What follows belongs to an exercise in optimizing a design on an open flow for small area, a short achievable clock period and few clock cycles per item; a production flow would make more cautious choices. Only simulation tests tie the RTL to the original design; equivalence was not proved. The clock input has no modelled driver; a real chip could not lean on it and would need a root buffer or a full tree. Power is estimated from default activity; no workload was simulated.

==> fjord <==
Design hilbert_curve_converter, start of the top module:
module hilbert_curve_converter (
   input  logic                        clock,
   input  logic                        reset,
   input  logic                        req_valid,
   output logic                        req_stall,
   input  logic [64:0]                 req_word,
   output logic                        rsp_valid,
   input  logic                        rsp_stall,
   output logic [63:0]                 rsp_word,
   input  logic                        csr_write_enable,
   input  logic [4:0]                  csr_write_data
);
   localparam int N  = hcc_pkg::MAX_ORDER;
   localparam int NP = N / 2;
   localparam int MW = hcc_pkg::MAP_W;
   localparam int NL = 5;                       
   logic [hcc_pkg::ORDER_W-1:0] order_ff;       
   logic [N-1:0]                lvl_mask;       
   logic                        take;           
   logic                        s1_take;        
   logic [N-1:0]                a_in, e_in;
   logic                        s1_valid_ff;
   logic                        s1_action_ff;   
   logic                        s1_action_n_ff;
   logic                        s1_act;         
   logic                        s1_act_b;
   logic [N-1:0]                s1_a_ff, s1_e_ff;
   logic [1:0]                  z7_in;          
   logic [1:0]                  s1_z7_ff;
   logic [NP-1:0][MW-1:0]       pmap;           
   logic [NP-1:0][MW-1:0]       pre_in;         
   logic [NP-1:0][MW-1:0]       pre_out;        
   logic [NP-2:0][1:0]          pz_in;          
   logic [N-1:0]                ah_in;          
   logic                        rsp_valid_ff;
   logic                        rsp_act_x_ff;   
   logic                        rsp_act_y_ff;
   logic                        rsp_ix_hi_ff;   
   logic                        rsp_ix_lo_ff;
   logic [N-1:0]                rsp_a_ff, rsp_e_ff;
   logic [NL-1:0][1:0]          rsp_pz_ff;
   logic [2*NL-1:0]             st_u, st_c;     
   logic [2*NL-1:0]             st1_u, st1_c;   
   function automatic logic [1:0] lvl_step(input logic act, input logic a, input logic e,
                                           input logic [1:0] z);
      logic u, c;
      u = z[1];
      c = z[0];
  ...
Settings: LEC_CHECK=0, ABC_AREA=1, CAP_MARGIN=20, CORE_AREA=2.3 2.72 112.7 112.88, DIE_AREA=0 0 115 115.2, PLACE_DENSITY=0.75, SETUP_SLACK_MARGIN=2.6, SLEW_MARGIN=20, TNS_END_PERCENT=5; clock period 5.0 ns.
standard.sh (not shown) runs the stock make flow with config.mk's settings and CLKGATE_MAP_FILE= SYNTH_SCRIPT=/design/flow/synth_recipe.tcl, a recipe that flattens the netlist after the stock synthesis.
==> flow/flow/run.sh <==
#!/bin/bash
# The standard layout, with three changes:
#  - after the standard synthesis, its combinational logic is mapped again by
#    ABC (flow/remap.tcl, script below); every register instance is kept as
#    the standard synthesis made it, with its name and cell;
#  - the ports are buffered by the smallest buffer instead of the delay buffer
#    buffer_ports picks by default; every port still gets its own buffer;
#  - the clock tree is one level of four clkbuf_16 (flow/one_level_cts.tcl)
#    instead of TritonCTS's two-level H-tree.
# Each tool's output goes to a log file of its own in this folder.
set -euo pipefail
work=$(pwd)
results=$work/orfs/results/sky130hd/hilbert_curve_converter/base
export BUFFER_PORTS_ARGS="-buffer_cell sky130_fd_sc_hd__buf_1"
export PRE_CTS_TCL="$work/flow/one_level_cts.tcl"

# standard synthesis
bash standard.sh "$results/1_2_yosys.v" > standard_synth.log 2>&1

# re-map the combinational logic
cp "$results/1_2_yosys.v" "$work/standard_netlist.v"
YOSYS=$(command -v yosys || echo "$FLOW_HOME/../tools/install/yosys/bin/yosys")
REMAP_IN=$work/standard_netlist.v REMAP_OUT=$work/remapped_netlist.v \
REMAP_TOP=${FLOW_TOP:-hilbert_curve_converter} REMAP_STAT=$work/remap_stat.txt \
REMAP_LIB=$FLOW_HOME/platforms/sky130hd/lib/sky130_fd_sc_hd__tt_025C_1v80.lib \
REMAP_SCRIPT="strash; &get -n; &dch -f; &nf -R 1000; &put" \
  "$YOSYS" -c "$work/flow/remap.tcl" > remap.log 2>&1
cp "$work/remapped_netlist.v" "$results/1_2_yosys.v"
touch "$results/1_2_yosys.v"

# the rest of the standard layout on the re-mapped netlist
bash standard.sh finish > standard_layout.log 2>&1
Other scripts of this flow, unchanged in this note and not shown: flow/flow/one_level_cts.tcl, flow/flow/remap.tcl
==> ember (differences from fjord) <==
--- a/flow/design.v
+++ b/flow/design.v
@@ -52,18 +52,16 @@
    logic                        s1_take;        
    logic [N-1:0]                a_in, e_in;
    logic                        s1_valid_ff;
    logic                        s1_action_ff;   
    logic                        s1_action_n_ff;
    logic                        s1_act;         
    logic                        s1_act_b;
    logic [N-1:0]                s1_a_ff, s1_e_ff;
-   logic [1:0]                  z7_in;          
-   logic [1:0]                  s1_z7_ff;
    logic [NP-1:0][MW-1:0]       pmap;           
    logic [NP-1:0][MW-1:0]       pre_in;         
    logic [NP-1:0][MW-1:0]       pre_out;        
    logic [NP-2:0][1:0]          pz_in;          
    logic [N-1:0]                ah_in;          
    logic                        rsp_valid_ff;
    logic                        rsp_act_x_ff;   
    logic                        rsp_act_y_ff;
@@ -96,27 +94,16 @@
       for (int s = 0; s < N; s++) begin
          if (order_ff[4] || order_ff[3:0] > 4'(s)) lvl_mask[s] = 1'b1;
       end
    end
    for (genvar s = 0; s < N; s++) begin : g_in
       assign a_in[s] = req_word[64] ? req_word[2*s+1] : req_word[48+s];
       assign e_in[s] = req_word[64] ? req_word[2*s] : req_word[48+s] ^ req_word[32+s];
    end
-   always_comb begin
-      logic ah, eh, al, el, act;
-      logic [1:0] z;
-      act = req_word[64];
-      ah  = a_in[N-1] & lvl_mask[N-1];
-      eh  = e_in[N-1] & lvl_mask[N-1];
-      al  = a_in[N-2] & lvl_mask[N-2];
-      el  = e_in[N-2] & lvl_mask[N-2];
-      z   = lvl_step(act, al, el, lvl_step(act, ah, eh, {order_ff[0], 1'b0}));
-      z7_in = {z[0], z[1]};
-   end
    assign take      = !rsp_valid_ff || !rsp_stall;
    assign s1_take   = !s1_valid_ff || take;
    assign req_stall = !s1_take;
    always_ff @(posedge clock) begin
       if (reset) begin
          s1_valid_ff <= 1'b0;
       end else if (s1_take) begin
          s1_valid_ff <= req_valid;
@@ -130,17 +117,16 @@
       end
    end
    always_ff @(posedge clock) begin
       if (s1_take) begin
          s1_action_ff   <= req_word[64];
          s1_action_n_ff <= !req_word[64];
          s1_a_ff      <= a_in & lvl_mask;
          s1_e_ff      <= e_in & lvl_mask;
-         s1_z7_ff     <= z7_in;
       end
    end
    assign s1_act   = s1_action_ff;
    assign s1_act_b = !s1_action_n_ff;
    for (genvar j = 0; j < NP; j++) begin : g_pair
       logic ah, eh, al, el;
       logic [1:0] r, k;
       assign ah = s1_a_ff[2*j+1];
@@ -150,17 +136,19 @@
       logic act;
       assign act = (j < NP/2) ? s1_act : s1_act_b;
       assign r = (act == hcc_pkg::ACT_TO_INDEX) ? {eh ^ el, !(eh && !el)} : 2'b01;
       assign k = lvl_step(act, al, el, lvl_step(act, ah, eh, 2'b00));
       assign pmap[j] = {r, k[0], k[1]};
    end
    for (genvar i = 0; i < NP; i++) begin : g_pre0
       if (i == 0) begin : g_top
-         assign pre_in[i] = {2'b00, s1_z7_ff};
+         logic u0;
+         assign u0 = order_ff[0];
+         assign pre_in[i] = {2'b00, pmap[NP-1][1:0] ^ ({2{u0}} & pmap[NP-1][3:2])};
       end else begin : g_rest
          assign pre_in[i] = pmap[NP-1-i];
       end
    end
    logic [MW-1:0] p0_0;
    logic [MW-1:0] p1_0;
    logic [MW-1:0] p2_0;
    logic [MW-1:0] p3_0;
==> flow/config.mk (replaced) <==
export PLATFORM = sky130hd
export DESIGN_NAME = hilbert_curve_converter
export DESIGN_NICKNAME = hilbert_curve_converter
export VERILOG_FILES = /design/flow/design.v
export SDC_FILE = /design/flow/constraint.sdc
export NUM_CORES = 4
export LEC_CHECK = 0
export ABC_AREA = 1
export CAP_MARGIN = 20
export CORE_AREA = 2.3 2.72 121.9 122.4
export DIE_AREA = 0 0 124 124.5
export SETUP_SLACK_MARGIN = 3.0
export SLEW_MARGIN = 20
export TNS_END_PERCENT = 5
==> qor summary <==
| metric | ember | fjord |
|---|---|---|
| Run status | no timing/DRC/antenna violations | no timing/DRC/antenna violations |
| Delay of the slowest cell on the worst path | 0.48 ns | 0.51 ns |
| Part of the total power dissipated in sequential elements | 33.2% | 35.0% |
| Effective utilization at floorplan | 39.2% | 47.6% |
| HPWL after detailed placement | 9.87 mm | 10.1 mm |
| Aggregate routed wire length | 13.1 mm | 14.5 mm |
| Met3 Use GR | 0.549% | 1.85% |
| Clock power share | 9.1% | 9.5% |
| DR WL met2 | 6.02 mm | 7.04 mm |
| Number of global-route vias before repair | 4242 | 4517 |
| Internal portion of total power | 2140 uW | 2060 uW |
| Fin util | 49.1% | 59.0% |
| # nets final | 849 | 872 |
| Post-route met1 wirelength | 6.24 mm | 6.40 mm |
| Fillers | 1371 | 1031 |
| Hold slack | 0.438 ns | 0.474 ns |
| Instance area after placement | 6430 um2 | 6500 um2 |
| Detailed-route via count | 4666 | 4955 |
| Sequential cell area | 2540 um2 | 2600 um2 |
| Launch instance of the worst min-delay path | s1_e_ff[1] | s1_a_ff[3] |
| Die Y | 125 um | 115 um |
| Initial DRC Count | 195 | 275 |
| WP data required | 4.91 ns | 4.90 ns |
| Gate Count Post-Synth | 596 | 611 |
| Combinational power | 2000 uW | 1870 uW |
Testbench counts of fjord, summed over its fixed seeds: cycles 2,568, items 2,560.
Testbench counts of ember, summed over its fixed seeds: cycles 2,568, items 2,560.
No run of this note takes its clock network from TritonCTS; it comes from the design's own scripts or RTL.

[what the ideal ports hide]
The flow's constraints put no driver on any port. The routed layouts listed below were extracted and timed again, unchanged, in two steps.
Step 1, drivers: a clkbuf_16 drives clock and a buf_2 each remaining input, both assumed.
Step 2 moves the port delays by t, midway between the first and last clock arrival at a register: inputs arrive t later, outputs are due t later. That takes back most of the time a late clock gives input paths.
Three values: no drivers, after step 1, after step 2; two values: the first two.
run | t (ns) | slack for setup (ns) | hold slack, ns | worst setup path after step 2
fjord | 0.234 | 1.978 / 1.978 / 1.978 | 0.474 / 0.474 / 0.474 | register to register
ember | 0.230 | 1.837 / 1.837 / 1.837 | 0.438 / 0.438 / 0.438 | register to register
After both steps every run listed still meets setup and hold.
